Context: an optimization exercise on an open-source flow, tuned for small area, a short achievable clock period and few clock cycles per item. The choices shown serve that exercise and are no tape-out recipe.
Function was checked by simulation only, so behaviour that the tests miss may differ from the original.
Power is estimated from default activity; no workload was simulated.

==> flow/design.v (outline; a module is shown in full before it is edited, if it fits) <==
// module sp_inv: 3 lines
// module sp_nand2: 3 lines
// module sp_nor2: 3 lines
// module sp_nand2b: 3 lines
// module sp_nor2b: 3 lines
// module sp_aoi21: 3 lines
// module sp_oai21: 3 lines
// module sp_xor2: 3 lines
// module sp_xnor2: 3 lines
// module sp_nand3: 3 lines
// module sp_nand4: 3 lines
// module sub_pipelined: 2705 lines
module sub_pipelined #(
   parameter int unsigned w = sub_pipelined_pkg::SUB_W,
   parameter int unsigned s = sub_pipelined_pkg::SUB_S
) (
   input  logic         clk,
   input  logic         rstn,
   input  logic [w-1:0] op1,
   input  logic [w-1:0] op2,
   input  logic         valid_op1,
   input  logic         valid_op2,
   output logic         op_ready,
   output logic [w-1:0] res,
   output logic         valid,
   output logic         borrow,
   output logic         zero,
   input  logic         res_ready
);
  // ...
==> flow/flow/run.sh <==
#!/bin/bash
# Layout flow: the standard flow (standard.sh, synthesis unchanged) with
#  - each I/O port buffered by a plain sky130_fd_sc_hd__buf_1 instead of the
#    buffer cell buffer_ports would pick by itself;
#  - after floorplan, every combinational cell reset to its _1 size
#    (flow/downsize.tcl), so that timing repair sizes up only what it needs;
#  - timing repair asked for extra setup margin (SETUP_SLACK_MARGIN below);
#  - the clock tree built from clkbuf_8 cells instead of clkbuf_16.
# Each step's full output goes to its own log file in this folder.
set -eo pipefail
ARGS=("BUFFER_PORTS_ARGS=-buffer_cell sky130_fd_sc_hd__buf_1"
      "SETUP_SLACK_MARGIN=1.1"
      "CTS_BUF_LIST=sky130_fd_sc_hd__clkbuf_8")
bash standard.sh "${ARGS[@]}" floorplan > standard_floorplan.log 2>&1
F=$PWD/orfs/results/sky130hd/sub_pipelined/base/2_floorplan.odb
ODB_IN=$F ODB_OUT=$F openroad -no_init -exit flow/downsize.tcl > downsize.log 2>&1
bash standard.sh "${ARGS[@]}" finish > standard_finish.log 2>&1
==> flow/flow/downsize.tcl <==
# Reset every combinational cell that synthesis upsized to its _1 size, so
# that timing repair later sizes up only the gates that need it.
read_db $::env(ODB_IN)
set db [ord::get_db]
set n 0
foreach inst [[ord::get_db_block] getInsts] {
  set m [[$inst getMaster] getName]
  if {![regexp {^(sky130_fd_sc_hd__)([a-z0-9]+)_([0-9]+)$} $m -> pfx base sz]} { continue }
  if {[regexp {^(e?df|dl|sdf|tap|fill|decap|conb|clk)} $base]} { continue }
  if {$sz == 1} { continue }
  set new [$db findMaster ${pfx}${base}_1]
  if {$new == "NULL" || $new == ""} { continue }
  $inst swapMaster $new
  incr n
}
puts "downsized $n cells"
write_db $::env(ODB_OUT)
==> flow/standard.sh <==
#!/bin/bash
# synth_recipe.tcl (not shown) runs the flow's synth.tcl, then flattens the netlist and writes it again
# the make line also repeats each setting of config.mk as NAME=value (left out here)
make -C /OpenROAD-flow-scripts/flow DESIGN_CONFIG=/design/flow/config.mk WORK_HOME=/design/flow/orfs CLKGATE_MAP_FILE= SYNTH_SCRIPT=/design/flow/synth_recipe.tcl "${@:-finish}"
==> flow/config.mk <==
export PLATFORM = sky130hd
export DESIGN_NAME = sub_pipelined
export DESIGN_NICKNAME = sub_pipelined
export VERILOG_FILES = /design/flow/design.v
export SDC_FILE = /design/flow/constraint.sdc
export NUM_CORES = 4
export LEC_CHECK = 0
export CAP_MARGIN = 20
export CORE_MARGIN = 2
export CORE_UTILIZATION = 40
export PLACE_DENSITY = 0.6
export SLEW_MARGIN = 20
export SYNTH_HIERARCHICAL = 1
export SYNTH_MINIMUM_KEEP_SIZE = 0
==> flow/constraint.sdc <==
create_clock -name core_clock -period 3.5 [get_ports {clk}]
set_input_delay 0.7000 -clock core_clock [delete_from_list [all_inputs] [get_ports {clk}]]
set_output_delay 0.7000 -clock core_clock [all_outputs]
set_load 0.01 [all_outputs]
==> impl_metrics.csv, run 1 <==
group,metric,value,unit
placement,gp_congestion,0.886,
logic_synthesis,yosysUniqueCellTypes,16,
logic_synthesis,synth.top_cells.by_area,"edfxtp_1, xor2_1, xnor2_1, buf_4, nand2b_1",
worst_setup_path,critPathSlowestCell,"xor2_1",
sta,setup_viol,0,
worst_setup_path,worst-path-stages,11,
finish,areaGrowthSynthToFinish,13.5,%
route,drt-met1-wl,13.4,mm
power,top_power_group,"sequential cells",
route,vias,10000,
power,clk-power,0.00140,W
worst_setup_path,reg2reg_from,"valid_q$_DFFE_PN0P_",
route,drtPass1Iterations,5,
route,wl_met3,2.70,mm
die,die_w,181,µm
finish,inv_count,116,
global_routing,overflow,0,
finish,fin_nets,1963,
outcome,status,"no timing/DRC/antenna violations",
power,p_switching,0.00223,W
worst_setup_path,cp.buffers_inverters,3,
finish,largest_class,"multi-input combinational cells",
worst_hold_path,holdPathEnd,"valid_q$_DFFE_PN0P_",
power,power.leakage,5.05,nW
logic_synthesis,synth_enable_flop_cells,154,
power,clockPowerShare,22.8,%
logic_synthesis,synth.mux.area_fraction,0,%
power,combPwrFrac,33.6,%
power,comb-power,0.00206,W
worst_setup_path,reg2reg_to,"d_q[68]$_DFFE_PP_",
logic_synthesis,synth_fa_ha_area_share,0,%
power,intPower,0.00390,W
clock_tree,post_cts_resized,16,
logic_synthesis,synthSimpleGateAreaFrac,17.2,%
finish,fillCellCount,3056,
route,ant_nets,0,
sta,max-slew-margin-rel,65.6,%
finish,num-multi-input-gates,1000,
Testbench counts, summed over its fixed seeds: cycles 3,208, items 3,200.
==> inputs of run 2 (changes only) <==
--- a/flow/design.v
+++ b/flow/design.v
@@ -25,16 +25,22 @@
    assign y = ~((a1 | a2) & b1);
 endmodule
 module sp_xor2 (input logic a, input logic b, output logic y);
    assign y = a ^ b;
 endmodule
 module sp_xnor2 (input logic a, input logic b, output logic y);
    assign y = ~(a ^ b);
 endmodule
+module sp_nand3b (input logic an, input logic b, input logic c, output logic y);
+   assign y = ~(~an & b & c);
+endmodule
+module sp_nand4b (input logic an, input logic b, input logic c, input logic d, output logic y);
+   assign y = ~(~an & b & c & d);
+endmodule
 module sp_nand3 (input logic a, input logic b, input logic c, output logic y);
    assign y = ~(a & b & c);
 endmodule
 module sp_nand4 (input logic a, input logic b, input logic c, input logic d, output logic y);
    assign y = ~(a & b & c & d);
 endmodule
 module sub_pipelined #(
    parameter int unsigned w = sub_pipelined_pkg::SUB_W,
@@ -970,79 +976,16 @@
    logic w885;
    logic w886;
    logic w887;
    logic w888;
    logic w889;
    logic w890;
    logic w891;
    logic w892;
-   logic w893;
-   logic w894;
-   logic w895;
-   logic w896;
-   logic w897;
-   logic w898;
-   logic w899;
-   logic w900;
-   logic w901;
-   logic w902;
-   logic w903;
-   logic w904;
-   logic w905;
-   logic w906;
-   logic w907;
-   logic w908;
-   logic w909;
-   logic w910;
-   logic w911;
-   logic w912;
-   logic w913;
-   logic w914;
-   logic w915;
-   logic w916;
-   logic w917;
-   logic w918;
-   logic w919;
-   logic w920;
-   logic w921;
-   logic w922;
-   logic w923;
-   logic w924;
-   logic w925;
-   logic w926;
-   logic w927;
-   logic w928;
-   logic w929;
-   logic w930;
-   logic w931;
-   logic w932;
-   logic w933;
-   logic w934;
-   logic w935;
-   logic w936;
-   logic w937;
-   logic w938;
-   logic w939;
-   logic w940;
-   logic w941;
-   logic w942;
-   logic w943;
-   logic w944;
-   logic w945;
-   logic w946;
-   logic w947;
-   logic w948;
-   logic w949;
-   logic w950;
-   logic w951;
-   logic w952;
-   logic w953;
-   logic w954;
-   logic w955;
    sp_xor2 u_w0 (.a(op1[0]), .b(op2[0]), .y(w0));
    sp_nor2b u_w1 (.a(op1[0]), .bn(op2[0]), .y(w1));
    sp_xor2 u_w2 (.a(op1[1]), .b(op2[1]), .y(w2));
    sp_nand2b u_w3 (.a(op1[1]), .bn(op2[1]), .y(w3));
    sp_xor2 u_w4 (.a(op1[2]), .b(op2[2]), .y(w4));
    sp_nand2b u_w5 (.a(op1[2]), .bn(op2[2]), .y(w5));
    sp_xor2 u_w6 (.a(op1[3]), .b(op2[3]), .y(w6));
    sp_nand2b u_w7 (.a(op1[3]), .bn(op2[3]), .y(w7));
@@ -1900,105 +1843,42 @@
    sp_xor2 u_w859 (.a(w242), .b(w241), .y(w859));
    sp_xnor2 u_w860 (.a(w244), .b(w552), .y(w860));
    sp_xnor2 u_w861 (.a(w246), .b(w558), .y(w861));
    sp_xor2 u_w862 (.a(w250), .b(w249), .y(w862));
    sp_xnor2 u_w863 (.a(w252), .b(w562), .y(w863));
    sp_xnor2 u_w864 (.a(w254), .b(w568), .y(w864));
    sp_nor2 u_w865 (.a(w0), .b(w2), .y(w865));
    sp_nor2 u_w866 (.a(w4), .b(w6), .y(w866));
-   sp_nor2 u_w867 (.a(w8), .b(w10), .y(w867));
-   sp_nor2 u_w868 (.a(w12), .b(w14), .y(w868));
-   sp_nor2 u_w869 (.a(w16), .b(w18), .y(w869));
-   sp_nor2 u_w870 (.a(w20), .b(w22), .y(w870));
-   sp_nor2 u_w871 (.a(w24), .b(w26), .y(w871));
-   sp_nor2 u_w872 (.a(w28), .b(w30), .y(w872));
-   sp_nor2 u_w873 (.a(w32), .b(w34), .y(w873));
-   sp_nor2 u_w874 (.a(w36), .b(w38), .y(w874));
-   sp_nor2 u_w875 (.a(w40), .b(w42), .y(w875));
-   sp_nor2 u_w876 (.a(w44), .b(w46), .y(w876));
-   sp_nor2 u_w877 (.a(w48), .b(w50), .y(w877));
-   sp_nor2 u_w878 (.a(w52), .b(w54), .y(w878));
-   sp_nor2 u_w879 (.a(w56), .b(w58), .y(w879));
-   sp_nor2 u_w880 (.a(w60), .b(w62), .y(w880));
-   sp_nor2 u_w881 (.a(w64), .b(w66), .y(w881));
-   sp_nor2 u_w882 (.a(w68), .b(w70), .y(w882));
-   sp_nor2 u_w883 (.a(w72), .b(w74), .y(w883));
-   sp_nor2 u_w884 (.a(w76), .b(w78), .y(w884));
-   sp_nor2 u_w885 (.a(w80), .b(w82), .y(w885));
-   sp_nor2 u_w886 (.a(w84), .b(w86), .y(w886));
-   sp_nor2 u_w887 (.a(w88), .b(w90), .y(w887));
-   sp_nor2 u_w888 (.a(w92), .b(w94), .y(w888));
-   sp_nor2 u_w889 (.a(w96), .b(w98), .y(w889));
-   sp_nor2 u_w890 (.a(w100), .b(w102), .y(w890));
-   sp_nor2 u_w891 (.a(w104), .b(w106), .y(w891));
-   sp_nor2 u_w892 (.a(w108), .b(w110), .y(w892));
-   sp_nor2 u_w893 (.a(w112), .b(w114), .y(w893));
-   sp_nor2 u_w894 (.a(w116), .b(w118), .y(w894));
-   sp_nor2 u_w895 (.a(w120), .b(w122), .y(w895));
-   sp_nor2 u_w896 (.a(w124), .b(w126), .y(w896));
-   sp_nor2 u_w897 (.a(w128), .b(w130), .y(w897));
-   sp_nor2 u_w898 (.a(w132), .b(w134), .y(w898));
-   sp_nor2 u_w899 (.a(w136), .b(w138), .y(w899));
-   sp_nor2 u_w900 (.a(w140), .b(w142), .y(w900));
-   sp_nor2 u_w901 (.a(w144), .b(w146), .y(w901));
-   sp_nor2 u_w902 (.a(w148), .b(w150), .y(w902));
-   sp_nor2 u_w903 (.a(w152), .b(w154), .y(w903));
-   sp_nor2 u_w904 (.a(w156), .b(w158), .y(w904));
-   sp_nor2 u_w905 (.a(w160), .b(w162), .y(w905));
-   sp_nor2 u_w906 (.a(w164), .b(w166), .y(w906));
-   sp_nor2 u_w907 (.a(w168), .b(w170), .y(w907));
-   sp_nor2 u_w908 (.a(w172), .b(w174), .y(w908));
-   sp_nor2 u_w909 (.a(w176), .b(w178), .y(w909));
-   sp_nor2 u_w910 (.a(w180), .b(w182), .y(w910));
-   sp_nor2 u_w911 (.a(w184), .b(w186), .y(w911));
-   sp_nor2 u_w912 (.a(w188), .b(w190), .y(w912));
-   sp_nor2 u_w913 (.a(w192), .b(w194), .y(w913));
-   sp_nor2 u_w914 (.a(w196), .b(w198), .y(w914));
-   sp_nor2 u_w915 (.a(w200), .b(w202), .y(w915));
-   sp_nor2 u_w916 (.a(w204), .b(w206), .y(w916));
-   sp_nor2 u_w917 (.a(w208), .b(w210), .y(w917));
-   sp_nor2 u_w918 (.a(w212), .b(w214), .y(w918));
-   sp_nor2 u_w919 (.a(w216), .b(w218), .y(w919));
-   sp_nor2 u_w920 (.a(w220), .b(w222), .y(w920));
-   sp_nor2 u_w921 (.a(w224), .b(w226), .y(w921));
-   sp_nor2 u_w922 (.a(w228), .b(w230), .y(w922));
-   sp_nor2 u_w923 (.a(w232), .b(w234), .y(w923));
-   sp_nor2 u_w924 (.a(w236), .b(w238), .y(w924));
-   sp_nor2 u_w925 (.a(w240), .b(w242), .y(w925));
-   sp_nor2 u_w926 (.a(w244), .b(w246), .y(w926));
-   sp_nor2 u_w927 (.a(w248), .b(w250), .y(w927));
-   sp_nor2 u_w928 (.a(w252), .b(w254), .y(w928));
-   sp_nand4 u_w929 (.a(w865), .b(w866), .c(w867), .d(w868), .y(w929));
-   sp_nand4 u_w930 (.a(w869), .b(w870), .c(w871), .d(w872), .y(w930));
-   sp_nand4 u_w931 (.a(w873), .b(w874), .c(w875), .d(w876), .y(w931));
-   sp_nand4 u_w932 (.a(w877), .b(w878), .c(w879), .d(w880), .y(w932));
-   sp_nand4 u_w933 (.a(w881), .b(w882), .c(w883), .d(w884), .y(w933));
-   sp_nand4 u_w934 (.a(w885), .b(w886), .c(w887), .d(w888), .y(w934));
-   sp_nand4 u_w935 (.a(w889), .b(w890), .c(w891), .d(w892), .y(w935));
-   sp_nand4 u_w936 (.a(w893), .b(w894), .c(w895), .d(w896), .y(w936));
-   sp_nand4 u_w937 (.a(w897), .b(w898), .c(w899), .d(w900), .y(w937));
-   sp_nand4 u_w938 (.a(w901), .b(w902), .c(w903), .d(w904), .y(w938));
-   sp_nand4 u_w939 (.a(w905), .b(w906), .c(w907), .d(w908), .y(w939));
-   sp_nand4 u_w940 (.a(w909), .b(w910), .c(w911), .d(w912), .y(w940));
-   sp_nand4 u_w941 (.a(w913), .b(w914), .c(w915), .d(w916), .y(w941));
-   sp_nand4 u_w942 (.a(w917), .b(w918), .c(w919), .d(w920), .y(w942));
-   sp_nand4 u_w943 (.a(w921), .b(w922), .c(w923), .d(w924), .y(w943));
-   sp_nand4 u_w944 (.a(w925), .b(w926), .c(w927), .d(w928), .y(w944));
-   sp_nor2 u_w945 (.a(w929), .b(w930), .y(w945));
-   sp_nor2 u_w946 (.a(w931), .b(w932), .y(w946));
-   sp_nor2 u_w947 (.a(w933), .b(w934), .y(w947));
-   sp_nor2 u_w948 (.a(w935), .b(w936), .y(w948));
-   sp_nor2 u_w949 (.a(w937), .b(w938), .y(w949));
-   sp_nor2 u_w950 (.a(w939), .b(w940), .y(w950));
-   sp_nor2 u_w951 (.a(w941), .b(w942), .y(w951));
-   sp_nor2 u_w952 (.a(w943), .b(w944), .y(w952));
-   sp_nand4 u_w953 (.a(w945), .b(w946), .c(w947), .d(w948), .y(w953));
-   sp_nand4 u_w954 (.a(w949), .b(w950), .c(w951), .d(w952), .y(w954));
-   sp_nor2 u_w955 (.a(w953), .b(w954), .y(w955));
+   sp_nor2 u_w867 (.a(w271), .b(w281), .y(w867));
+   sp_nor2 u_w868 (.a(w291), .b(w301), .y(w868));
+   sp_nor2 u_w869 (.a(w311), .b(w321), .y(w869));
+   sp_nor2 u_w870 (.a(w331), .b(w341), .y(w870));
+   sp_nor2 u_w871 (.a(w351), .b(w361), .y(w871));
+   sp_nor2 u_w872 (.a(w371), .b(w381), .y(w872));
+   sp_nor2 u_w873 (.a(w391), .b(w401), .y(w873));
+   sp_nor2 u_w874 (.a(w411), .b(w421), .y(w874));
+   sp_nor2 u_w875 (.a(w431), .b(w441), .y(w875));
+   sp_nor2 u_w876 (.a(w451), .b(w461), .y(w876));
+   sp_nor2 u_w877 (.a(w471), .b(w481), .y(w877));
+   sp_nor2 u_w878 (.a(w491), .b(w501), .y(w878));
+   sp_nor2 u_w879 (.a(w511), .b(w521), .y(w879));
+   sp_nor2 u_w880 (.a(w531), .b(w541), .y(w880));
+   sp_nor2 u_w881 (.a(w551), .b(w561), .y(w881));
+   sp_inv u_w882 (.a(w571), .y(w882));
+   sp_nand4 u_w883 (.a(w865), .b(w866), .c(w867), .d(w868), .y(w883));
+   sp_nand4 u_w884 (.a(w869), .b(w870), .c(w871), .d(w872), .y(w884));
+   sp_nand4 u_w885 (.a(w873), .b(w874), .c(w875), .d(w876), .y(w885));
+   sp_nand4 u_w886 (.a(w877), .b(w878), .c(w879), .d(w880), .y(w886));
+   sp_nand2 u_w887 (.a(w881), .b(w882), .y(w887));
+   sp_nor2 u_w888 (.a(w883), .b(w884), .y(w888));
+   sp_nor2 u_w889 (.a(w885), .b(w886), .y(w889));
+   sp_inv u_w890 (.a(w887), .y(w890));
+   sp_nand3 u_w891 (.a(w888), .b(w889), .c(w890), .y(w891));
+   sp_inv u_w892 (.a(w891), .y(w892));
    assign pn[0] = w0;
    assign dnext[0] = w0;
    assign pn[1] = w2;
    assign dnext[1] = w727;
    assign pn[2] = w4;
    assign dnext[2] = w728;
    assign pn[3] = w6;
    assign dnext[3] = w729;
@@ -2247,40 +2127,40 @@
    assign pn[125] = w250;
    assign dnext[125] = w862;
    assign pn[126] = w252;
    assign dnext[126] = w863;
    assign pn[127] = w254;
    assign dnext[127] = w864;
    assign cnext[8] = w652;
    assign cnext[9] = w684;
-   assign cnext[10] = ~w685;
-   assign cnext[11] = ~w686;
+   assign cnext[10] = w685;
+   assign cnext[11] = w686;
    assign cnext[12] = w687;
-   assign cnext[13] = ~w688;
+   assign cnext[13] = w688;
    assign cnext[14] = w689;
    assign cnext[15] = w690;
-   assign cnext[16] = ~w691;
+   assign cnext[16] = w691;
    assign cnext[17] = w710;
-   assign cnext[18] = ~w712;
-   assign cnext[19] = ~w713;
+   assign cnext[18] = w712;
+   assign cnext[19] = w713;
    assign cnext[20] = w714;
-   assign cnext[21] = ~w715;
+   assign cnext[21] = w715;
    assign cnext[22] = w716;
    assign cnext[23] = w717;
-   assign cnext[24] = ~w718;
-   assign cnext[25] = ~w719;
+   assign cnext[24] = w718;
+   assign cnext[25] = w719;
    assign cnext[26] = w720;
    assign cnext[27] = w721;
-   assign cnext[28] = ~w722;
+   assign cnext[28] = w722;
    assign cnext[29] = w723;
-   assign cnext[30] = ~w724;
-   assign cnext[31] = ~w725;
+   assign cnext[30] = w724;
+   assign cnext[31] = w725;
    assign bnext = ~w726;
-   assign znext = w955;
+   assign znext = w892;
    logic w100000;
    logic w100001;
    logic w100002;
    logic w100003;
    logic w100004;
    logic w100005;
    logic w100006;
    logic w100007;
@@ -2453,169 +2333,169 @@
    sp_xnor2 u_w100006 (.a(d_q[35]), .b(w100005), .y(w100006));
    sp_xor2 u_w100007 (.a(d_q[36]), .b(c_q[9]), .y(w100007));
    sp_nand2 u_w100008 (.a(c_q[9]), .b(d_q[36]), .y(w100008));
    sp_xnor2 u_w100009 (.a(d_q[37]), .b(w100008), .y(w100009));
    sp_nand3 u_w100010 (.a(c_q[9]), .b(d_q[36]), .c(d_q[37]), .y(w100010));
    sp_xnor2 u_w100011 (.a(d_q[38]), .b(w100010), .y(w100011));
    sp_nand4 u_w100012 (.a(c_q[9]), .b(d_q[36]), .c(d_q[37]), .d(d_q[38]), .y(w100012));
    sp_xnor2 u_w100013 (.a(d_q[39]), .b(w100012), .y(w100013));
-   sp_xor2 u_w100014 (.a(d_q[40]), .b(c_q[10]), .y(w100014));
-   sp_nand2 u_w100015 (.a(c_q[10]), .b(d_q[40]), .y(w100015));
+   sp_xnor2 u_w100014 (.a(d_q[40]), .b(c_q[10]), .y(w100014));
+   sp_nand2b u_w100015 (.a(d_q[40]), .bn(c_q[10]), .y(w100015));
    sp_xnor2 u_w100016 (.a(d_q[41]), .b(w100015), .y(w100016));
-   sp_nand3 u_w100017 (.a(c_q[10]), .b(d_q[40]), .c(d_q[41]), .y(w100017));
+   sp_nand3b u_w100017 (.an(c_q[10]), .b(d_q[40]), .c(d_q[41]), .y(w100017));
    sp_xnor2 u_w100018 (.a(d_q[42]), .b(w100017), .y(w100018));
-   sp_nand4 u_w100019 (.a(c_q[10]), .b(d_q[40]), .c(d_q[41]), .d(d_q[42]), .y(w100019));
+   sp_nand4b u_w100019 (.an(c_q[10]), .b(d_q[40]), .c(d_q[41]), .d(d_q[42]), .y(w100019));
    sp_xnor2 u_w100020 (.a(d_q[43]), .b(w100019), .y(w100020));
-   sp_xor2 u_w100021 (.a(d_q[44]), .b(c_q[11]), .y(w100021));
-   sp_nand2 u_w100022 (.a(c_q[11]), .b(d_q[44]), .y(w100022));
+   sp_xnor2 u_w100021 (.a(d_q[44]), .b(c_q[11]), .y(w100021));
+   sp_nand2b u_w100022 (.a(d_q[44]), .bn(c_q[11]), .y(w100022));
    sp_xnor2 u_w100023 (.a(d_q[45]), .b(w100022), .y(w100023));
-   sp_nand3 u_w100024 (.a(c_q[11]), .b(d_q[44]), .c(d_q[45]), .y(w100024));
+   sp_nand3b u_w100024 (.an(c_q[11]), .b(d_q[44]), .c(d_q[45]), .y(w100024));
    sp_xnor2 u_w100025 (.a(d_q[46]), .b(w100024), .y(w100025));
-   sp_nand4 u_w100026 (.a(c_q[11]), .b(d_q[44]), .c(d_q[45]), .d(d_q[46]), .y(w100026));
+   sp_nand4b u_w100026 (.an(c_q[11]), .b(d_q[44]), .c(d_q[45]), .d(d_q[46]), .y(w100026));
    sp_xnor2 u_w100027 (.a(d_q[47]), .b(w100026), .y(w100027));
    sp_xor2 u_w100028 (.a(d_q[48]), .b(c_q[12]), .y(w100028));
    sp_nand2 u_w100029 (.a(c_q[12]), .b(d_q[48]), .y(w100029));
    sp_xnor2 u_w100030 (.a(d_q[49]), .b(w100029), .y(w100030));
    sp_nand3 u_w100031 (.a(c_q[12]), .b(d_q[48]), .c(d_q[49]), .y(w100031));
    sp_xnor2 u_w100032 (.a(d_q[50]), .b(w100031), .y(w100032));
    sp_nand4 u_w100033 (.a(c_q[12]), .b(d_q[48]), .c(d_q[49]), .d(d_q[50]), .y(w100033));
    sp_xnor2 u_w100034 (.a(d_q[51]), .b(w100033), .y(w100034));
-   sp_xor2 u_w100035 (.a(d_q[52]), .b(c_q[13]), .y(w100035));
-   sp_nand2 u_w100036 (.a(c_q[13]), .b(d_q[52]), .y(w100036));
+   sp_xnor2 u_w100035 (.a(d_q[52]), .b(c_q[13]), .y(w100035));
+   sp_nand2b u_w100036 (.a(d_q[52]), .bn(c_q[13]), .y(w100036));
    sp_xnor2 u_w100037 (.a(d_q[53]), .b(w100036), .y(w100037));
-   sp_nand3 u_w100038 (.a(c_q[13]), .b(d_q[52]), .c(d_q[53]), .y(w100038));
+   sp_nand3b u_w100038 (.an(c_q[13]), .b(d_q[52]), .c(d_q[53]), .y(w100038));
    sp_xnor2 u_w100039 (.a(d_q[54]), .b(w100038), .y(w100039));
-   sp_nand4 u_w100040 (.a(c_q[13]), .b(d_q[52]), .c(d_q[53]), .d(d_q[54]), .y(w100040));
+   sp_nand4b u_w100040 (.an(c_q[13]), .b(d_q[52]), .c(d_q[53]), .d(d_q[54]), .y(w100040));
    sp_xnor2 u_w100041 (.a(d_q[55]), .b(w100040), .y(w100041));
    sp_xor2 u_w100042 (.a(d_q[56]), .b(c_q[14]), .y(w100042));
    sp_nand2 u_w100043 (.a(c_q[14]), .b(d_q[56]), .y(w100043));
    sp_xnor2 u_w100044 (.a(d_q[57]), .b(w100043), .y(w100044));
    sp_nand3 u_w100045 (.a(c_q[14]), .b(d_q[56]), .c(d_q[57]), .y(w100045));
    sp_xnor2 u_w100046 (.a(d_q[58]), .b(w100045), .y(w100046));
    sp_nand4 u_w100047 (.a(c_q[14]), .b(d_q[56]), .c(d_q[57]), .d(d_q[58]), .y(w100047));
    sp_xnor2 u_w100048 (.a(d_q[59]), .b(w100047), .y(w100048));
    sp_xor2 u_w100049 (.a(d_q[60]), .b(c_q[15]), .y(w100049));
    sp_nand2 u_w100050 (.a(c_q[15]), .b(d_q[60]), .y(w100050));
    sp_xnor2 u_w100051 (.a(d_q[61]), .b(w100050), .y(w100051));
    sp_nand3 u_w100052 (.a(c_q[15]), .b(d_q[60]), .c(d_q[61]), .y(w100052));
    sp_xnor2 u_w100053 (.a(d_q[62]), .b(w100052), .y(w100053));
    sp_nand4 u_w100054 (.a(c_q[15]), .b(d_q[60]), .c(d_q[61]), .d(d_q[62]), .y(w100054));
    sp_xnor2 u_w100055 (.a(d_q[63]), .b(w100054), .y(w100055));
-   sp_xor2 u_w100056 (.a(d_q[64]), .b(c_q[16]), .y(w100056));
-   sp_nand2 u_w100057 (.a(c_q[16]), .b(d_q[64]), .y(w100057));
+   sp_xnor2 u_w100056 (.a(d_q[64]), .b(c_q[16]), .y(w100056));
+   sp_nand2b u_w100057 (.a(d_q[64]), .bn(c_q[16]), .y(w100057));
    sp_xnor2 u_w100058 (.a(d_q[65]), .b(w100057), .y(w100058));
-   sp_nand3 u_w100059 (.a(c_q[16]), .b(d_q[64]), .c(d_q[65]), .y(w100059));
+   sp_nand3b u_w100059 (.an(c_q[16]), .b(d_q[64]), .c(d_q[65]), .y(w100059));
    sp_xnor2 u_w100060 (.a(d_q[66]), .b(w100059), .y(w100060));
-   sp_nand4 u_w100061 (.a(c_q[16]), .b(d_q[64]), .c(d_q[65]), .d(d_q[66]), .y(w100061));
+   sp_nand4b u_w100061 (.an(c_q[16]), .b(d_q[64]), .c(d_q[65]), .d(d_q[66]), .y(w100061));
    sp_xnor2 u_w100062 (.a(d_q[67]), .b(w100061), .y(w100062));
    sp_xor2 u_w100063 (.a(d_q[68]), .b(c_q[17]), .y(w100063));
    sp_nand2 u_w100064 (.a(c_q[17]), .b(d_q[68]), .y(w100064));
    sp_xnor2 u_w100065 (.a(d_q[69]), .b(w100064), .y(w100065));
    sp_nand3 u_w100066 (.a(c_q[17]), .b(d_q[68]), .c(d_q[69]), .y(w100066));
    sp_xnor2 u_w100067 (.a(d_q[70]), .b(w100066), .y(w100067));
    sp_nand4 u_w100068 (.a(c_q[17]), .b(d_q[68]), .c(d_q[69]), .d(d_q[70]), .y(w100068));
    sp_xnor2 u_w100069 (.a(d_q[71]), .b(w100068), .y(w100069));
-   sp_xor2 u_w100070 (.a(d_q[72]), .b(c_q[18]), .y(w100070));
-   sp_nand2 u_w100071 (.a(c_q[18]), .b(d_q[72]), .y(w100071));
+   sp_xnor2 u_w100070 (.a(d_q[72]), .b(c_q[18]), .y(w100070));
+   sp_nand2b u_w100071 (.a(d_q[72]), .bn(c_q[18]), .y(w100071));
    sp_xnor2 u_w100072 (.a(d_q[73]), .b(w100071), .y(w100072));
-   sp_nand3 u_w100073 (.a(c_q[18]), .b(d_q[72]), .c(d_q[73]), .y(w100073));
+   sp_nand3b u_w100073 (.an(c_q[18]), .b(d_q[72]), .c(d_q[73]), .y(w100073));
    sp_xnor2 u_w100074 (.a(d_q[74]), .b(w100073), .y(w100074));
-   sp_nand4 u_w100075 (.a(c_q[18]), .b(d_q[72]), .c(d_q[73]), .d(d_q[74]), .y(w100075));
+   sp_nand4b u_w100075 (.an(c_q[18]), .b(d_q[72]), .c(d_q[73]), .d(d_q[74]), .y(w100075));
    sp_xnor2 u_w100076 (.a(d_q[75]), .b(w100075), .y(w100076));
-   sp_xor2 u_w100077 (.a(d_q[76]), .b(c_q[19]), .y(w100077));
-   sp_nand2 u_w100078 (.a(c_q[19]), .b(d_q[76]), .y(w100078));
+   sp_xnor2 u_w100077 (.a(d_q[76]), .b(c_q[19]), .y(w100077));
+   sp_nand2b u_w100078 (.a(d_q[76]), .bn(c_q[19]), .y(w100078));
    sp_xnor2 u_w100079 (.a(d_q[77]), .b(w100078), .y(w100079));
-   sp_nand3 u_w100080 (.a(c_q[19]), .b(d_q[76]), .c(d_q[77]), .y(w100080));
+   sp_nand3b u_w100080 (.an(c_q[19]), .b(d_q[76]), .c(d_q[77]), .y(w100080));
    sp_xnor2 u_w100081 (.a(d_q[78]), .b(w100080), .y(w100081));
-   sp_nand4 u_w100082 (.a(c_q[19]), .b(d_q[76]), .c(d_q[77]), .d(d_q[78]), .y(w100082));
+   sp_nand4b u_w100082 (.an(c_q[19]), .b(d_q[76]), .c(d_q[77]), .d(d_q[78]), .y(w100082));
    sp_xnor2 u_w100083 (.a(d_q[79]), .b(w100082), .y(w100083));
    sp_xor2 u_w100084 (.a(d_q[80]), .b(c_q[20]), .y(w100084));
    sp_nand2 u_w100085 (.a(c_q[20]), .b(d_q[80]), .y(w100085));
    sp_xnor2 u_w100086 (.a(d_q[81]), .b(w100085), .y(w100086));
    sp_nand3 u_w100087 (.a(c_q[20]), .b(d_q[80]), .c(d_q[81]), .y(w100087));
    sp_xnor2 u_w100088 (.a(d_q[82]), .b(w100087), .y(w100088));
    sp_nand4 u_w100089 (.a(c_q[20]), .b(d_q[80]), .c(d_q[81]), .d(d_q[82]), .y(w100089));
    sp_xnor2 u_w100090 (.a(d_q[83]), .b(w100089), .y(w100090));
-   sp_xor2 u_w100091 (.a(d_q[84]), .b(c_q[21]), .y(w100091));
-   sp_nand2 u_w100092 (.a(c_q[21]), .b(d_q[84]), .y(w100092));
+   sp_xnor2 u_w100091 (.a(d_q[84]), .b(c_q[21]), .y(w100091));
+   sp_nand2b u_w100092 (.a(d_q[84]), .bn(c_q[21]), .y(w100092));
    sp_xnor2 u_w100093 (.a(d_q[85]), .b(w100092), .y(w100093));
-   sp_nand3 u_w100094 (.a(c_q[21]), .b(d_q[84]), .c(d_q[85]), .y(w100094));
+   sp_nand3b u_w100094 (.an(c_q[21]), .b(d_q[84]), .c(d_q[85]), .y(w100094));
    sp_xnor2 u_w100095 (.a(d_q[86]), .b(w100094), .y(w100095));
-   sp_nand4 u_w100096 (.a(c_q[21]), .b(d_q[84]), .c(d_q[85]), .d(d_q[86]), .y(w100096));
+   sp_nand4b u_w100096 (.an(c_q[21]), .b(d_q[84]), .c(d_q[85]), .d(d_q[86]), .y(w100096));
    sp_xnor2 u_w100097 (.a(d_q[87]), .b(w100096), .y(w100097));
    sp_xor2 u_w100098 (.a(d_q[88]), .b(c_q[22]), .y(w100098));
    sp_nand2 u_w100099 (.a(c_q[22]), .b(d_q[88]), .y(w100099));
    sp_xnor2 u_w100100 (.a(d_q[89]), .b(w100099), .y(w100100));
    sp_nand3 u_w100101 (.a(c_q[22]), .b(d_q[88]), .c(d_q[89]), .y(w100101));
    sp_xnor2 u_w100102 (.a(d_q[90]), .b(w100101), .y(w100102));
    sp_nand4 u_w100103 (.a(c_q[22]), .b(d_q[88]), .c(d_q[89]), .d(d_q[90]), .y(w100103));
    sp_xnor2 u_w100104 (.a(d_q[91]), .b(w100103), .y(w100104));
    sp_xor2 u_w100105 (.a(d_q[92]), .b(c_q[23]), .y(w100105));
    sp_nand2 u_w100106 (.a(c_q[23]), .b(d_q[92]), .y(w100106));
    sp_xnor2 u_w100107 (.a(d_q[93]), .b(w100106), .y(w100107));
    sp_nand3 u_w100108 (.a(c_q[23]), .b(d_q[92]), .c(d_q[93]), .y(w100108));
    sp_xnor2 u_w100109 (.a(d_q[94]), .b(w100108), .y(w100109));
    sp_nand4 u_w100110 (.a(c_q[23]), .b(d_q[92]), .c(d_q[93]), .d(d_q[94]), .y(w100110));
    sp_xnor2 u_w100111 (.a(d_q[95]), .b(w100110), .y(w100111));
-   sp_xor2 u_w100112 (.a(d_q[96]), .b(c_q[24]), .y(w100112));
-   sp_nand2 u_w100113 (.a(c_q[24]), .b(d_q[96]), .y(w100113));
+   sp_xnor2 u_w100112 (.a(d_q[96]), .b(c_q[24]), .y(w100112));
+   sp_nand2b u_w100113 (.a(d_q[96]), .bn(c_q[24]), .y(w100113));
    sp_xnor2 u_w100114 (.a(d_q[97]), .b(w100113), .y(w100114));
-   sp_nand3 u_w100115 (.a(c_q[24]), .b(d_q[96]), .c(d_q[97]), .y(w100115));
+   sp_nand3b u_w100115 (.an(c_q[24]), .b(d_q[96]), .c(d_q[97]), .y(w100115));
    sp_xnor2 u_w100116 (.a(d_q[98]), .b(w100115), .y(w100116));
-   sp_nand4 u_w100117 (.a(c_q[24]), .b(d_q[96]), .c(d_q[97]), .d(d_q[98]), .y(w100117));
+   sp_nand4b u_w100117 (.an(c_q[24]), .b(d_q[96]), .c(d_q[97]), .d(d_q[98]), .y(w100117));
    sp_xnor2 u_w100118 (.a(d_q[99]), .b(w100117), .y(w100118));
-   sp_xor2 u_w100119 (.a(d_q[100]), .b(c_q[25]), .y(w100119));
-   sp_nand2 u_w100120 (.a(c_q[25]), .b(d_q[100]), .y(w100120));
+   sp_xnor2 u_w100119 (.a(d_q[100]), .b(c_q[25]), .y(w100119));
+   sp_nand2b u_w100120 (.a(d_q[100]), .bn(c_q[25]), .y(w100120));
    sp_xnor2 u_w100121 (.a(d_q[101]), .b(w100120), .y(w100121));
-   sp_nand3 u_w100122 (.a(c_q[25]), .b(d_q[100]), .c(d_q[101]), .y(w100122));
+   sp_nand3b u_w100122 (.an(c_q[25]), .b(d_q[100]), .c(d_q[101]), .y(w100122));
    sp_xnor2 u_w100123 (.a(d_q[102]), .b(w100122), .y(w100123));
-   sp_nand4 u_w100124 (.a(c_q[25]), .b(d_q[100]), .c(d_q[101]), .d(d_q[102]), .y(w100124));
+   sp_nand4b u_w100124 (.an(c_q[25]), .b(d_q[100]), .c(d_q[101]), .d(d_q[102]), .y(w100124));
    sp_xnor2 u_w100125 (.a(d_q[103]), .b(w100124), .y(w100125));
    sp_xor2 u_w100126 (.a(d_q[104]), .b(c_q[26]), .y(w100126));
    sp_nand2 u_w100127 (.a(c_q[26]), .b(d_q[104]), .y(w100127));
    sp_xnor2 u_w100128 (.a(d_q[105]), .b(w100127), .y(w100128));
    sp_nand3 u_w100129 (.a(c_q[26]), .b(d_q[104]), .c(d_q[105]), .y(w100129));
    sp_xnor2 u_w100130 (.a(d_q[106]), .b(w100129), .y(w100130));
    sp_nand4 u_w100131 (.a(c_q[26]), .b(d_q[104]), .c(d_q[105]), .d(d_q[106]), .y(w100131));
    sp_xnor2 u_w100132 (.a(d_q[107]), .b(w100131), .y(w100132));
    sp_xor2 u_w100133 (.a(d_q[108]), .b(c_q[27]), .y(w100133));
    sp_nand2 u_w100134 (.a(c_q[27]), .b(d_q[108]), .y(w100134));
    sp_xnor2 u_w100135 (.a(d_q[109]), .b(w100134), .y(w100135));
    sp_nand3 u_w100136 (.a(c_q[27]), .b(d_q[108]), .c(d_q[109]), .y(w100136));
    sp_xnor2 u_w100137 (.a(d_q[110]), .b(w100136), .y(w100137));
    sp_nand4 u_w100138 (.a(c_q[27]), .b(d_q[108]), .c(d_q[109]), .d(d_q[110]), .y(w100138));
    sp_xnor2 u_w100139 (.a(d_q[111]), .b(w100138), .y(w100139));
-   sp_xor2 u_w100140 (.a(d_q[112]), .b(c_q[28]), .y(w100140));
-   sp_nand2 u_w100141 (.a(c_q[28]), .b(d_q[112]), .y(w100141));
+   sp_xnor2 u_w100140 (.a(d_q[112]), .b(c_q[28]), .y(w100140));
+   sp_nand2b u_w100141 (.a(d_q[112]), .bn(c_q[28]), .y(w100141));
    sp_xnor2 u_w100142 (.a(d_q[113]), .b(w100141), .y(w100142));
-   sp_nand3 u_w100143 (.a(c_q[28]), .b(d_q[112]), .c(d_q[113]), .y(w100143));
+   sp_nand3b u_w100143 (.an(c_q[28]), .b(d_q[112]), .c(d_q[113]), .y(w100143));
    sp_xnor2 u_w100144 (.a(d_q[114]), .b(w100143), .y(w100144));
-   sp_nand4 u_w100145 (.a(c_q[28]), .b(d_q[112]), .c(d_q[113]), .d(d_q[114]), .y(w100145));
+   sp_nand4b u_w100145 (.an(c_q[28]), .b(d_q[112]), .c(d_q[113]), .d(d_q[114]), .y(w100145));
    sp_xnor2 u_w100146 (.a(d_q[115]), .b(w100145), .y(w100146));
    sp_xor2 u_w100147 (.a(d_q[116]), .b(c_q[29]), .y(w100147));
    sp_nand2 u_w100148 (.a(c_q[29]), .b(d_q[116]), .y(w100148));
    sp_xnor2 u_w100149 (.a(d_q[117]), .b(w100148), .y(w100149));
    sp_nand3 u_w100150 (.a(c_q[29]), .b(d_q[116]), .c(d_q[117]), .y(w100150));
    sp_xnor2 u_w100151 (.a(d_q[118]), .b(w100150), .y(w100151));
    sp_nand4 u_w100152 (.a(c_q[29]), .b(d_q[116]), .c(d_q[117]), .d(d_q[118]), .y(w100152));
    sp_xnor2 u_w100153 (.a(d_q[119]), .b(w100152), .y(w100153));
-   sp_xor2 u_w100154 (.a(d_q[120]), .b(c_q[30]), .y(w100154));
-   sp_nand2 u_w100155 (.a(c_q[30]), .b(d_q[120]), .y(w100155));
+   sp_xnor2 u_w100154 (.a(d_q[120]), .b(c_q[30]), .y(w100154));
+   sp_nand2b u_w100155 (.a(d_q[120]), .bn(c_q[30]), .y(w100155));
    sp_xnor2 u_w100156 (.a(d_q[121]), .b(w100155), .y(w100156));
-   sp_nand3 u_w100157 (.a(c_q[30]), .b(d_q[120]), .c(d_q[121]), .y(w100157));
+   sp_nand3b u_w100157 (.an(c_q[30]), .b(d_q[120]), .c(d_q[121]), .y(w100157));
    sp_xnor2 u_w100158 (.a(d_q[122]), .b(w100157), .y(w100158));
-   sp_nand4 u_w100159 (.a(c_q[30]), .b(d_q[120]), .c(d_q[121]), .d(d_q[122]), .y(w100159));
+   sp_nand4b u_w100159 (.an(c_q[30]), .b(d_q[120]), .c(d_q[121]), .d(d_q[122]), .y(w100159));
    sp_xnor2 u_w100160 (.a(d_q[123]), .b(w100159), .y(w100160));
-   sp_xor2 u_w100161 (.a(d_q[124]), .b(c_q[31]), .y(w100161));
-   sp_nand2 u_w100162 (.a(c_q[31]), .b(d_q[124]), .y(w100162));
+   sp_xnor2 u_w100161 (.a(d_q[124]), .b(c_q[31]), .y(w100161));
+   sp_nand2b u_w100162 (.a(d_q[124]), .bn(c_q[31]), .y(w100162));
    sp_xnor2 u_w100163 (.a(d_q[125]), .b(w100162), .y(w100163));
-   sp_nand3 u_w100164 (.a(c_q[31]), .b(d_q[124]), .c(d_q[125]), .y(w100164));
+   sp_nand3b u_w100164 (.an(c_q[31]), .b(d_q[124]), .c(d_q[125]), .y(w100164));
    sp_xnor2 u_w100165 (.a(d_q[126]), .b(w100164), .y(w100165));
-   sp_nand4 u_w100166 (.a(c_q[31]), .b(d_q[124]), .c(d_q[125]), .d(d_q[126]), .y(w100166));
+   sp_nand4b u_w100166 (.an(c_q[31]), .b(d_q[124]), .c(d_q[125]), .d(d_q[126]), .y(w100166));
    sp_xnor2 u_w100167 (.a(d_q[127]), .b(w100166), .y(w100167));
    assign res[0] = d_q[0];
    assign res[1] = d_q[1];
    assign res[2] = d_q[2];
    assign res[3] = d_q[3];
    assign res[4] = d_q[4];
    assign res[5] = d_q[5];
    assign res[6] = d_q[6];
--- a/flow/flow/run.sh
+++ b/flow/flow/run.sh
@@ -4,14 +4,14 @@
 #    buffer cell buffer_ports would pick by itself;
 #  - after floorplan, every combinational cell reset to its _1 size
 #    (flow/downsize.tcl), so that timing repair sizes up only what it needs;
 #  - timing repair asked for extra setup margin (SETUP_SLACK_MARGIN below);
 #  - the clock tree built from clkbuf_8 cells instead of clkbuf_16.
 # Each step's full output goes to its own log file in this folder.
 set -eo pipefail
 ARGS=("BUFFER_PORTS_ARGS=-buffer_cell sky130_fd_sc_hd__buf_1"
-      "SETUP_SLACK_MARGIN=1.1"
+      "SETUP_SLACK_MARGIN=1.15"
       "CTS_BUF_LIST=sky130_fd_sc_hd__clkbuf_8")
 bash standard.sh "${ARGS[@]}" floorplan > standard_floorplan.log 2>&1
 F=$PWD/orfs/results/sky130hd/sub_pipelined/base/2_floorplan.odb
 ODB_IN=$F ODB_OUT=$F openroad -no_init -exit flow/downsize.tcl > downsize.log 2>&1
 bash standard.sh "${ARGS[@]}" finish > standard_finish.log 2>&1
==> run 2 against run 1 <==
Net effect:
- global-route usage is 1.2 points lower
- fmax is 0.61% lower
- power is 2.4% lower
- sequential power hardly changed
- count of clock-buffer cells in the layout stayed put
- critical path depth stayed put
- clock power is 6% lower
- final area is 1.1% lower
- sequential share of layout area is 0.36 points higher
- via count is 3.8% lower
- first-iteration DRC count is 11% lower
- largest cell class unchanged
- highest routed layer unchanged
==> impl_metrics.csv, run 2 <==
group,metric,value,unit
route,routedWlPerCell,14.9,µm
clock_tree,cts.sinks,155,
outcome,status,"no timing/DRC/antenna violations",
worst_setup_path,cp.required,3.82,ns
worst_hold_path,hp-class,"in -> reg",
finish,largest_reg_flops,128,
worst_setup_path,cp.buffers_inverters,3,
route,first_iter_violations,425,
logic_synthesis,synth.top_cell.area_share,37.8,%
placement,port_buffers,392,
global_routing,overflow,0,
finish,regMostFlops,"d_q",
clock_tree,clock-root-buffer,"clkbuf_8",
power,seqPwrFrac,44.6,%
worst_setup_path,crit_path_frequent_cell,"a21oi_1",
route,ant_nets,0,
sta,finClkSkew,0.0155,ns
finish,top_regs,"d_q (128), c_q (24)",
logic_synthesis,synth_most_common_cell,"xor2_1",
sta,fin_tns_setup,0,ns
clock_tree,cts_buffer_depth,2,
logic_synthesis,synth.top_cells.by_area,"edfxtp_1, xor2_1, xnor2_1, buf_4, nand2b_1",
route,routed_via_density,4.71,
logic_synthesis,yosys_warnings,7,
finish,drive_gt1_share,8.56,%
run,drv_cap,0,
power,power_density,428,nW/µm²
logic_synthesis,synth_seq_cells,155,
global_routing,grt_pass1_wl,44.6,mm
power,vdd_drop_max,0.184,mV
route,vias,9625,
finish,seq_area,4650,µm²
logic_synthesis,synthFlopType,"edfxtp_1",
sta,slew_viol_final,0,
worst_setup_path,worstSetupPathType,"in -> reg",
placement,dpl.hpwl,24.7,mm
worst_setup_path,worst_path_largest_cell_delay,0.24,ns
placement,place_ws,0.237,ns
global_routing,grt_pass1_vias,9022,
logic_synthesis,yosysSeqAreaShare,38.0,%
logic_synthesis,syn_inst,1324,
worst_setup_path,worst-path-stages,11,
sta,rsz0062_at_grt,"false",
clock_tree,htreeDepth,4,
finish,multiInputGateArea,6370,µm²
sta,setup_viol,0,
die,initial_core_util,40.4,%
worst_setup_path,worstPathArrival,2.62,ns
placement,dpl_cell_area,13000,µm²
power,p_switching,0.00210,W
die,rows,64,
sta,timing.final.hold_violations,0,
logic_synthesis,syn-num-nets,1585,
finish,fin_cells,2043,
power,intPower,0.00389,W
worst_hold_path,whs_path_depth,3,
power,switching_share,35.1,%
clock_tree,numCtsBuffers,17,
clock_tree,cts.clk_slew.worst_paths,0.09,ns
worst_setup_path,worstRegToRegCells,2,
finish,fillCellCount,2950,
die,core,30300,µm²
sta,min_period,2.30,ns
global_routing,grt_util_all_layers,18.1,%
finish,final_cell_area,14000,µm²
logic_synthesis,netlist_area,12200,µm²
die,die_height,179,µm
route,drc_errors,0,
clock_tree,cts_tree,"yes",
sta,setup_slack,1.20,ns
logic_synthesis,yosysUniqueCellTypes,18,
route,drtPass1Iterations,5,
finish,antennaDiodeCount,0,
sta,finalCritPeriodShare,65.9,%
clock_tree,clock_latency,0.46,ns
die,die_w,179,µm
sta,max-slew-margin-rel,63.9,%
finish,layout_common_cells,"buf_1, edfxtp_1, xnor2_1",
die,pin_count,393,
worst_setup_path,critPathTopFamily,"compound AO/OA/AOI/OAI gates",
finish,fin_nets,1895,
logic_synthesis,synth_area_leader_cell,"edfxtp_1",
worst_setup_path,path_cells,"buf_1 -> xor2_2 -> nor2_1 -> a21oi_1 -> o21ai_2 -> a21oi_4 -> o21ai_4 -> a21oi_2 -> buf_6 -> clkinvlp_4 -> a21oi_1",
die,die_area,32000,µm²
power,power.leakage,4.94,nW
worst_setup_path,worstSetupEndpointType,"register",
placement,placedCellCount,1991,
placement,gp_congestion,0.897,
logic_synthesis,synth_enable_flop_cells,154,
logic_synthesis,avgSynthCellArea,9.25,µm²
sta,worstMarginPinSlew,0.541,ns
worst_setup_path,start_kind,"input port",
worst_setup_path,critPathSlowestCell,"a21oi_1",
finish,areaGrowthSynthToFinish,14.3,%
global_routing,grt_max_degree,80,
logic_synthesis,synth_common_cells,"xor2_1, o21ai_1, edfxtp_1",
power,clockPowerShare,22.0,%
logic_synthesis,async_flop_share,0.645,%
route,wl,30.4,mm
global_routing,antenna_found_initial,0,
worst_setup_path,critical_path.max_fanout,8,
power,combPwrFrac,33.4,%
finish,final_common_cell,"buf_1",
sta,fmax,434,MHz
-- run 2: worst paths after layout --
| kind | start | to | slack [ns] |
|---|---|---|---|
| hold reg to reg | valid_q$_DFFE_PN0P_ | d_q[117]$_DFFE_PP_ | 0.94 |
| max in group asynchronous | rstn | valid_q$_DFFE_PN0P_ | 2.88 |
| setup reg to reg | valid_q$_DFFE_PN0P_ | d_q[105]$_DFFE_PP_ | 1.80 |
| min in group asynchronous | rstn | valid_q$_DFFE_PN0P_ | 0.52 |
| hold / removal | valid_op2 | valid_q$_DFFE_PN0P_ | 0.42 |
| setup / recovery | op2[7] | c_q[19]$_DFFE_PP_ | 1.20 |
-- run 2: cell type report --
class | count | share of cell area, %
multi-input combinational | 934 | 45.5
sequential | 155 | 33.2
inverter | 107 | 2.90
clock buffer | 17 | 1.67
timing repair buffer | 419 | 12.2
clock inverter | 15 | 0.965
tap | 396 | 3.54
-- run 2: per-module statistics from Yosys (local to each module, per instance), a selection --
module     flip-flops and latches  cells  times used
sp_nand3                        0      1          13
sp_xor2                         0      1         178
sp_nand4                        0      1          16
sp_nand4b                       0      1          12
sp_oai21                        0      1         156
sp_nand2b                       0      1         139
sp_nand2                        0      1          61
sp_nor2                         0      1         121
sp_aoi21                        0      1          73
sp_inv                          0      1          82
-- run 2: what timing repair did --
action                     in CTS  in global routing
hold endpoints to repair        1                  0
gates resized for setup        19                 73
setup endpoints to repair      24                 32
pin swaps                       1                 25
hold buffers                    1                  0
setup buffers                   2                 17
gates cloned                    0                  0
-- run 2: stage by stage --
step | hold slack, ns | util (%) | total power (W)
finish | 0.421 | 46.1 | 0.00599
global route | 0.399 | 46.1 | 0.00637
CTS | 0.374 | 44.6 | 0.00598
global placement | 0.466 | 42.9 | 0.00458
floorplan | 0.404 | - | 0.00445
detailed placement | 0.468 | 42.9 | 0.00462
-- run 2: cells by family after synthesis --
kind of cell	count (synthesis)	synth area share, %
DFF	155	38.0
and+or+nand+nor	378	15.9
xor gates and xnor gates	327	23.4
buffers and inverters	235	11.1
AOI/OAI and AO/OA	229	11.6
-- run 2: layer usage --
metal  global-route usage [%]  share of wire, %  wire [µm]
met4                     5.66               1.8        557
met5                        0                 0          0
met3                     6.36               9.7       2960
met2                     32.1                49      15000
met1                     20.2                39      11900
-- run 2: power groups by stage --
stage	logic, W	registers, W	clock network [W]
final	0.00200	0.00267	0.00132
after floorplan	0.00179	0.00266	0
after detailed placement	0.00191	0.00271	0
after global placement	0.00188	0.00270	0
after global routing	0.00221	0.00272	0.00144
after CTS	0.00193	0.00268	0.00137
-- run 2: worst reg2reg max path: stages (launching register included) --
cell and delay, ns:
dfrtp_1 0.45, nand2b_4 0.31, buf_4 0.55
Testbench counts of run 2, summed over its fixed seeds: cycles 3,208, items 3,200.
==> inputs of run 3 (changes only) <==
--- a/flow/config.mk
+++ b/flow/config.mk
@@ -8,5 +8,5 @@
 export CAP_MARGIN = 20
 export CORE_MARGIN = 2
-export CORE_UTILIZATION = 40
+export CORE_UTILIZATION = 50
 export PLACE_DENSITY = 0.6
 export SLEW_MARGIN = 20
==> run 3 against run 2 <==
Net effect:
- sequential share of layout area increased by 0.65 points
- clock skew decreased by 0.0011 ns
- fmax increased by 1.4%
- critical path type unchanged
==> impl_metrics.csv, run 3 <==
group,metric,value,unit
outcome,status,"no timing/DRC/antenna violations",
route,vias,9512,
sta,rsz0062_at_grt,"true",
power,combPwrFrac,33.4,%
finish,areaGrowthSynthToFinish,12.1,%
power,switching_share,36.1,%
finish,final_common_cell,"buf_1",
finish,fin_nets,1889,
logic_synthesis,synth.top_cell.area_share,37.8,%
sta,timing.final.hold_violations,0,
power,vdd_drop_max,0.195,mV
logic_synthesis,synth_common_cells,"xor2_1, o21ai_1, edfxtp_1",
worst_setup_path,worst_path_largest_cell_delay,0.24,ns
logic_synthesis,syn-num-nets,1585,
logic_synthesis,synth_enable_flop_cells,154,
clock_tree,numCtsBuffers,17,
power,intPower,0.00375,W
route,routedWlPerCell,14.8,µm
finish,regMostFlops,"d_q",
sta,whs,0.437,ns
placement,placedCellCount,1918,
global_routing,grt_pass1_wl,44.0,mm
sta,slew_viol_final,0,
power,power_density,427,nW/µm²
clock_tree,cts_buffer_depth,2,
global_routing,antenna_found_initial,0,
placement,port_buffers,392,
die,pin_count,393,
sta,finalCritPeriodShare,64.9,%
clock_tree,htreeDepth,4,
logic_synthesis,synth_seq_cells,155,
die,core,24200,µm²
logic_synthesis,yosys_warnings,7,
finish,antennaDiodeCount,0,
clock_tree,clock-root-buffer,"clkbuf_8",
route,drtPass1Iterations,4,
worst_setup_path,cp.required,3.80,ns
worst_setup_path,worstPathArrival,2.58,ns
placement,dpl.hpwl,23.5,mm
finish,largest_reg_flops,128,
route,first_iter_violations,455,
logic_synthesis,avgSynthCellArea,9.25,µm²
clock_tree,cts.sinks,155,
power,seqPwrFrac,45.4,%
finish,fin_cells,1965,
die,initial_core_util,50.7,%
finish,top_regs,"d_q (128), c_q (24)",
clock_tree,cts_tree,"yes",
route,routed_via_density,4.84,
logic_synthesis,synthFlopType,"edfxtp_1",
die,die_area,25800,µm²
logic_synthesis,yosysUniqueCellTypes,18,
die,die_height,161,µm
sta,fin_tns_setup,0,ns
finish,layout_common_cells,"buf_1, edfxtp_1, xor2_1",
run,drv_cap,0,
power,power.leakage,4.82,nW
power,clockPowerShare,21.2,%
clock_tree,cts.clk_slew.worst_paths,0.09,ns
logic_synthesis,async_flop_share,0.645,%
power,p_switching,0.00212,W
logic_synthesis,synth_most_common_cell,"xor2_1",
sta,worstMarginPinSlew,0.886,ns
route,wl,29.1,mm
worst_setup_path,critPathSlowestCell,"xor2_2",
global_routing,grt_pass1_vias,9011,
clock_tree,clock_latency,0.45,ns
worst_setup_path,path_cells,"buf_1 -> xor2_2 -> nor2_1 -> a21oi_2 -> o21ai_2 -> a21oi_2 -> o21ai_2 -> a21oi_1 -> buf_4 -> clkinvlp_4 -> a21oi_2",
logic_synthesis,syn_inst,1324,
placement,gp_congestion,0.867,
worst_setup_path,worstSetupPathType,"in -> reg",
logic_synthesis,synth.top_cells.by_area,"edfxtp_1, xor2_1, xnor2_1, buf_4, nand2b_1",
worst_setup_path,start_kind,"input port",
finish,drive_gt1_share,6.70,%
logic_synthesis,yosysSeqAreaShare,38.0,%
route,drc_errors,0,
logic_synthesis,synth_area_leader_cell,"edfxtp_1",
global_routing,grt_util_all_layers,21.7,%
sta,max-slew-margin-rel,40.9,%
die,rows,57,
die,die_w,161,µm
worst_hold_path,hp-class,"in -> reg",
sta,finClkSkew,0.0144,ns
sta,min_period,2.27,ns
worst_setup_path,worstSetupEndpointType,"register",
sta,fmax,440,MHz
global_routing,grt_max_degree,156,
global_routing,overflow,0,
worst_setup_path,crit_path_frequent_cell,"a21oi_2",
logic_synthesis,netlist_area,12200,µm²
sta,setup_viol,0,
worst_setup_path,critical_path.max_fanout,8,
route,ant_nets,0,
run 3: cell counts after synthesis:
Identical to the previous run, type by type.
run 3: path summary, 6_finish.rpt:
| check | cells past startpoint | startpoint | slack (ns) | end |
|---|---|---|---|---|
| max | 11 | op2[18] | 1.23 | c_q[31]$_DFFE_PP_ |
| min | 3 | valid_op2 | 0.44 | valid_q$_DFFE_PN0P_ |
| max reg2reg | 2 | valid_q$_DFFE_PN0P_ | 1.88 | d_q[61]$_DFFE_PP_ |
| min reg2reg | 3 | valid_q$_DFFE_PN0P_ | 0.90 | valid_q$_DFFE_PN0P_ |
| max in group asynchronous | 2 | rstn | 2.88 | valid_q$_DFFE_PN0P_ |
| min in group asynchronous | 2 | rstn | 0.52 | valid_q$_DFFE_PN0P_ |
run 3: cells by family after synthesis:
kind of cell	Yosys count	share of synthesized area [%]
flip-flops	155	38.0
AND/OR/NAND/NOR	378	15.9
XOR/XNOR	327	23.4
buffers and inverters	235	11.1
AO/OA/AOI/OAI	229	11.6
run 3: power by group through the flow:
stage	sequential [W]	clock (W)	combinational, W
5_1_grt	0.00271	0.00137	0.00214
6_report	0.00267	0.00124	0.00196
3_5_place_dp	0.00271	0	0.00189
2_1_floorplan	0.00266	0	0.00179
3_3_place_gp	0.00270	0	0.00187
4_1_cts	0.00267	0.00130	0.00191
run 3: final cells by class:
cell class                      count  area (µm²)
Timing Repair Buffer              413        1650
Clock inverter                     15         116
Fill cell                        2222       10400
Inverter                          107         405
Clock buffer                       17         234
Multi-Input combinational cell    934        6280
Tap cell                          324         405
Sequential cell                   155        4650
run 3: metrics by stage:
| stage | power [W] | area (µm²) | utilization, % | setup slack [ns] |
|---|---|---|---|---|
| 6_report | 0.00587 | 13700 | 56.8 | 1.23 |
| 5_1_grt | 0.00623 | 13700 | 56.8 | 1.11 |
| 4_1_cts | 0.00588 | 13400 | 55.3 | 1.16 |
| 3_5_place_dp | 0.00459 | 12900 | 53.5 | 0.450 |
| 3_3_place_gp | 0.00457 | 12900 | 53.5 | 0.533 |
| 2_1_floorplan | 0.00445 | 12400 | - | 0.956 |
run 3: layer usage:
layer	vias up	global-route usage, %	share of wire [%]
met4	0	7.13	2.2
li1	4823	-	-
met3	41	5.55	7.1
met1	4332	24.7	39
met2	316	39.6	52
met5	-	0	0
run 3: critical path, delay by kind of cell:
| family | cells | cell delay (ns) |
|---|---|---|
| AND/OR/NAND/NOR | 1 | 0.11 |
| buffers and inverters | 3 | 0.55 |
| AO/OA/AOI/OAI | 6 | 0.97 |
| XOR/XNOR | 1 | 0.24 |
run 3: Yosys stat by module (local to each module, per instance), excerpt:
module	cells	area, µm²	times used
sp_aoi21	1	8.76	73
sp_nand2	1	3.75	61
sp_nand4	1	6.26	16
sp_nand4b	1	8.76	12
sp_nor2	1	3.75	121
sp_nor2b	1	13.8	1
sp_oai21	1	5.00	156
sp_xnor2	1	8.76	149
sp_xor2	1	8.76	178
sub_pipelined	311	5730	1
run 3: what timing repair did:
action | 4_1_cts | 5_1_grt
resized for setup | 13 | 47
hold endpoints to repair | 1 | 0
hold buffers | 1 | 0
pin swaps | 1 | 9
setup endpoints to repair | 18 | 25
setup buffers | 3 | 11
==> inputs of run 4 (changes only) <==
--- a/flow/flow/run.sh
+++ b/flow/flow/run.sh
@@ -6,10 +6,11 @@
 #    (flow/downsize.tcl), so that timing repair sizes up only what it needs;
 #  - timing repair asked for extra setup margin (SETUP_SLACK_MARGIN below);
-#  - the clock tree built from clkbuf_8 cells instead of clkbuf_16.
+#  - the clock tree built from clkbuf_8 cells instead of clkbuf_16, without
+#    dummy load cells.
 # Each step's full output goes to its own log file in this folder.
 set -eo pipefail
 ARGS=("BUFFER_PORTS_ARGS=-buffer_cell sky130_fd_sc_hd__buf_1"
       "SETUP_SLACK_MARGIN=1.15"
-      "CTS_BUF_LIST=sky130_fd_sc_hd__clkbuf_8")
+      "CTS_ARGS=-sink_clustering_enable -repair_clock_nets -buf_list sky130_fd_sc_hd__clkbuf_8 -dont_use_dummy_load")
 bash standard.sh "${ARGS[@]}" floorplan > standard_floorplan.log 2>&1
 F=$PWD/orfs/results/sky130hd/sub_pipelined/base/2_floorplan.odb
==> run 4 against run 3 <==
Net effect:
- core utilization is 0.36 points lower
- sequential cell count stayed put
- via count hardly changed
- critical path depth shrank 1
- critical endpoint is now d_q[22]$_DFFE_PP_
==> impl_metrics.csv, run 4 <==
group,metric,value,unit
finish,multiInputGateArea,6290,µm²
sta,max-slew-margin-rel,38.8,%
placement,place_ws,0.450,ns
outcome,status,"no timing/DRC/antenna violations",
logic_synthesis,avgSynthCellArea,9.25,µm²
global_routing,grt_pass1_wl,43.8,mm
route,drtPass1Iterations,5,
finish,regMostFlops,"d_q",
worst_setup_path,worstSetupEndpointType,"register",
logic_synthesis,synth.top_cells.by_area,"edfxtp_1, xor2_1, xnor2_1, buf_4, nand2b_1",
die,core,24200,µm²
worst_setup_path,start_kind,"input port",
clock_tree,numCtsBuffers,17,
worst_hold_path,hp-start,"valid_op1",
sta,rsz0062_at_grt,"false",
die,initial_core_util,50.7,%
global_routing,grt_pass1_vias,8965,
die,pin_count,393,
sta,fmax,436,MHz
die,die_area,25800,µm²
sta,fin_tns_setup,0,ns
clock_tree,cts_buffer_depth,2,
die,rows,57,
clock_tree,clock-root-buffer,"clkbuf_8",
finish,antennaDiodeCount,0,
logic_synthesis,synth_area_leader_cell,"edfxtp_1",
logic_synthesis,syn-num-nets,1585,
finish,seq_area,4650,µm²
clock_tree,clock_latency,0.44,ns
route,ant_nets,0,
finish,top_regs,"d_q (128), c_q (24)",
power,vdd_drop_max,0.186,mV
placement,dpl.hpwl,23.5,mm
worst_hold_path,hp-class,"in -> reg",
sta,worstMarginPinSlew,0.918,ns
sta,finalCritPeriodShare,65.5,%
route,wl,29.1,mm
worst_setup_path,worstSetupPathType,"in -> reg",
worst_setup_path,critical_path.max_fanout,6,
sta,whs,0.453,ns
route,first_iter_violations,476,
clock_tree,cts.clk_slew.worst_paths,0.07,ns
sta,setup_viol,0,
global_routing,overflow,0,
finish,fin_nets,1890,
sta,finClkSkew,0.0243,ns
logic_synthesis,syn_inst,1324,
finish,fillCellCount,2220,
placement,gp_congestion,0.867,
worst_setup_path,cp-startpoint,"op2[1]",
run,drv_cap,0,
finish,final_cell_area,13600,µm²
worst_setup_path,cp.required,3.68,ns
sta,slew_viol_final,0,
power,power_density,414,nW/µm²
logic_synthesis,netlist_area,12200,µm²
finish,drive_gt1_share,6.27,%
logic_synthesis,synth_enable_flop_cells,154,
logic_synthesis,synth_seq_cells,155,
logic_synthesis,synth_most_common_cell,"xor2_1",
clock_tree,cts.sinks,155,
placement,dpl_cell_area,12900,µm²
logic_synthesis,synth_common_cells,"xor2_1, o21ai_1, edfxtp_1",
logic_synthesis,synthFlopType,"edfxtp_1",
power,power.leakage,4.79,nW
finish,layout_common_cells,"buf_1, edfxtp_1, xor2_1, xnor2_1, o21ai_1",
worst_setup_path,reg2reg_from,"valid_q$_DFFE_PN0P_",
logic_synthesis,async_flop_share,0.645,%
global_routing,grt_max_degree,156,
clock_tree,htreeDepth,4,
logic_synthesis,yosys_warnings,7,
die,die_height,161,µm
route,drc_errors,0,
logic_synthesis,synth.top_cell.area_share,37.8,%
global_routing,antenna_found_initial,0,
sta,setup_slack,1.21,ns
route,vias,9516,
route,routedWlPerCell,14.9,µm
clock_tree,cts_tree,"yes",
route,routed_via_density,4.88,
die,die_w,161,µm
finish,largest_reg_flops,128,
global_routing,grt_util_all_layers,21.6,%
worst_setup_path,worstPathArrival,2.47,ns
logic_synthesis,yosysSeqAreaShare,38.0,%
finish,final_common_cell,"buf_1",
sta,min_period,2.29,ns
placement,port_buffers,392,
finish,areaGrowthSynthToFinish,11.4,%
sta,timing.final.hold_violations,0,
logic_synthesis,yosysUniqueCellTypes,18,
-- run 4: path summary, 6_finish.rpt --
path / to / slack (ns) / depth (start not counted)
worst max-delay path: d_q[22]$_DFFE_PP_ / 1.21 / 10
worst min-delay path: valid_q$_DFFE_PN0P_ / 0.45 / 3
worst max register to register: d_q[69]$_DFFE_PP_ / 1.86 / 2
worst min register to register: valid_q$_DFFE_PN0P_ / 0.88 / 3
max in group asynchronous: valid_q$_DFFE_PN0P_ / 2.87 / 2
min in group asynchronous: valid_q$_DFFE_PN0P_ / 0.54 / 2
-- run 4: layout make-up --
cell class,count,share of cell area [%]
tap,324,2.97
clock buffer,17,1.71
multi-input combinational,934,46.1
timing repair buffer,414,12.1
inverter,107,2.97
sequential,155,34.1
-- run 4: metal layers --
metal  global-route usage, %  share of wire [%]  up-vias
li1                        -                  -     4808
met2                    39.8                 51      327
met4                    6.76                2.2        0
met1                    24.5                 39     4339
met3                    5.66                7.3       42
met5                       0                  0        -
-- run 4: cells by family (layout without fill, tap and decap cells) --
family / count (synthesis) / count (layout) / synth area share [%]
xor gates and xnor gates: 327 / 327 / 23.4
buffers and inverters: 235 / 538 / 11.1
AOI/OAI and AO/OA: 229 / 229 / 11.6
DFF: 155 / 155 / 38.0
and+or+nand+nor: 378 / 378 / 15.9
-- run 4: worst max-delay path: stages --
cell,delay [ns]
buf_1,0.12
xor2_2,0.20
o21ai_2,0.22
a21oi_2,0.10
o21ai_2,0.18
a21oi_2,0.10
buf_4,0.17
o21ai_1,0.33
a21oi_1,0.15
xor2_1,0.20
-- run 4: per-stage QoR --
step           power [W]  std cells  utilization, %
3_3_place_gp     0.00457       1918            53.5
4_1_cts          0.00565       1938            55.0
5_1_grt          0.00600       1951            56.4
6_report         0.00565       1951            56.4
3_5_place_dp     0.00459       1918            53.5
2_1_floorplan    0.00445       1324               -
-- run 4: per-module statistics from Yosys, one instance, submodules excluded, excerpt --
module | copies in the design | cells inside | flip-flops and latches | area [µm²]
sp_nand2 | 61 | 1 | 0 | 3.75
sp_xnor2 | 149 | 1 | 0 | 8.76
sub_pipelined | 1 | 311 | 155 | 5730
sp_nand2b | 139 | 1 | 0 | 6.26
sp_aoi21 | 73 | 1 | 0 | 8.76
sp_oai21 | 156 | 1 | 0 | 5.00
sp_nand3 | 13 | 1 | 0 | 5.00
sp_nand4b | 12 | 1 | 0 | 8.76
sp_nand4 | 16 | 1 | 0 | 6.26
-- run 4: where the power goes --
part | internal (W) | switching (W) | total, W
Clock | 0.000429 | 0.000591 | 0.00102
Sequential | 0.00246 | 0.000211 | 0.00267
Combinational | 0.000800 | 0.00116 | 0.00196
Total | 0.00369 | 0.00197 | 0.00565
-- run 4: repair_timing --
| action | CTS | global route |
|---|---|---|
| resized for setup | 19 | 47 |
| pin swaps | 2 | 9 |
| buffers inserted | 2 | 13 |
| hold endpoints to repair | 1 | 0 |
| endpoints found under the setup margin | 19 | 26 |
| hold buffers | 1 | 0 |

-- static timing again, ports no longer ideal --
No port has a modelled driver above. Below, the same layouts with a new extraction and two added sets of constraints. Step 1: set_driving_cell puts a clkbuf_16 on clk and a buf_2 on each other input, an assumption about the parent block. Step 2 also shifts input and output timing later by t, the mid clock arrival at the registers, as if the neighbouring blocks saw the same clock. Three values: ideal ports, drivers, drivers and shift; two values: the first two.
run	shift t [ns]	slack for setup (ns)	pins driven straight from the clock port
run 1	0.498	1.209 / 1.197 / 0.721	1
run 2	0.499	1.195 / 1.205 / 0.712	1
run 3	0.490	1.227 / 1.212 / 0.753	1
run 4	0.472	1.209 / 1.222 / 0.750	1
After both steps every run listed still meets setup and hold. For run 1, which loses most, drivers alone change the setup slack by -0.012 ns; drivers and shift together by -0.488 ns.
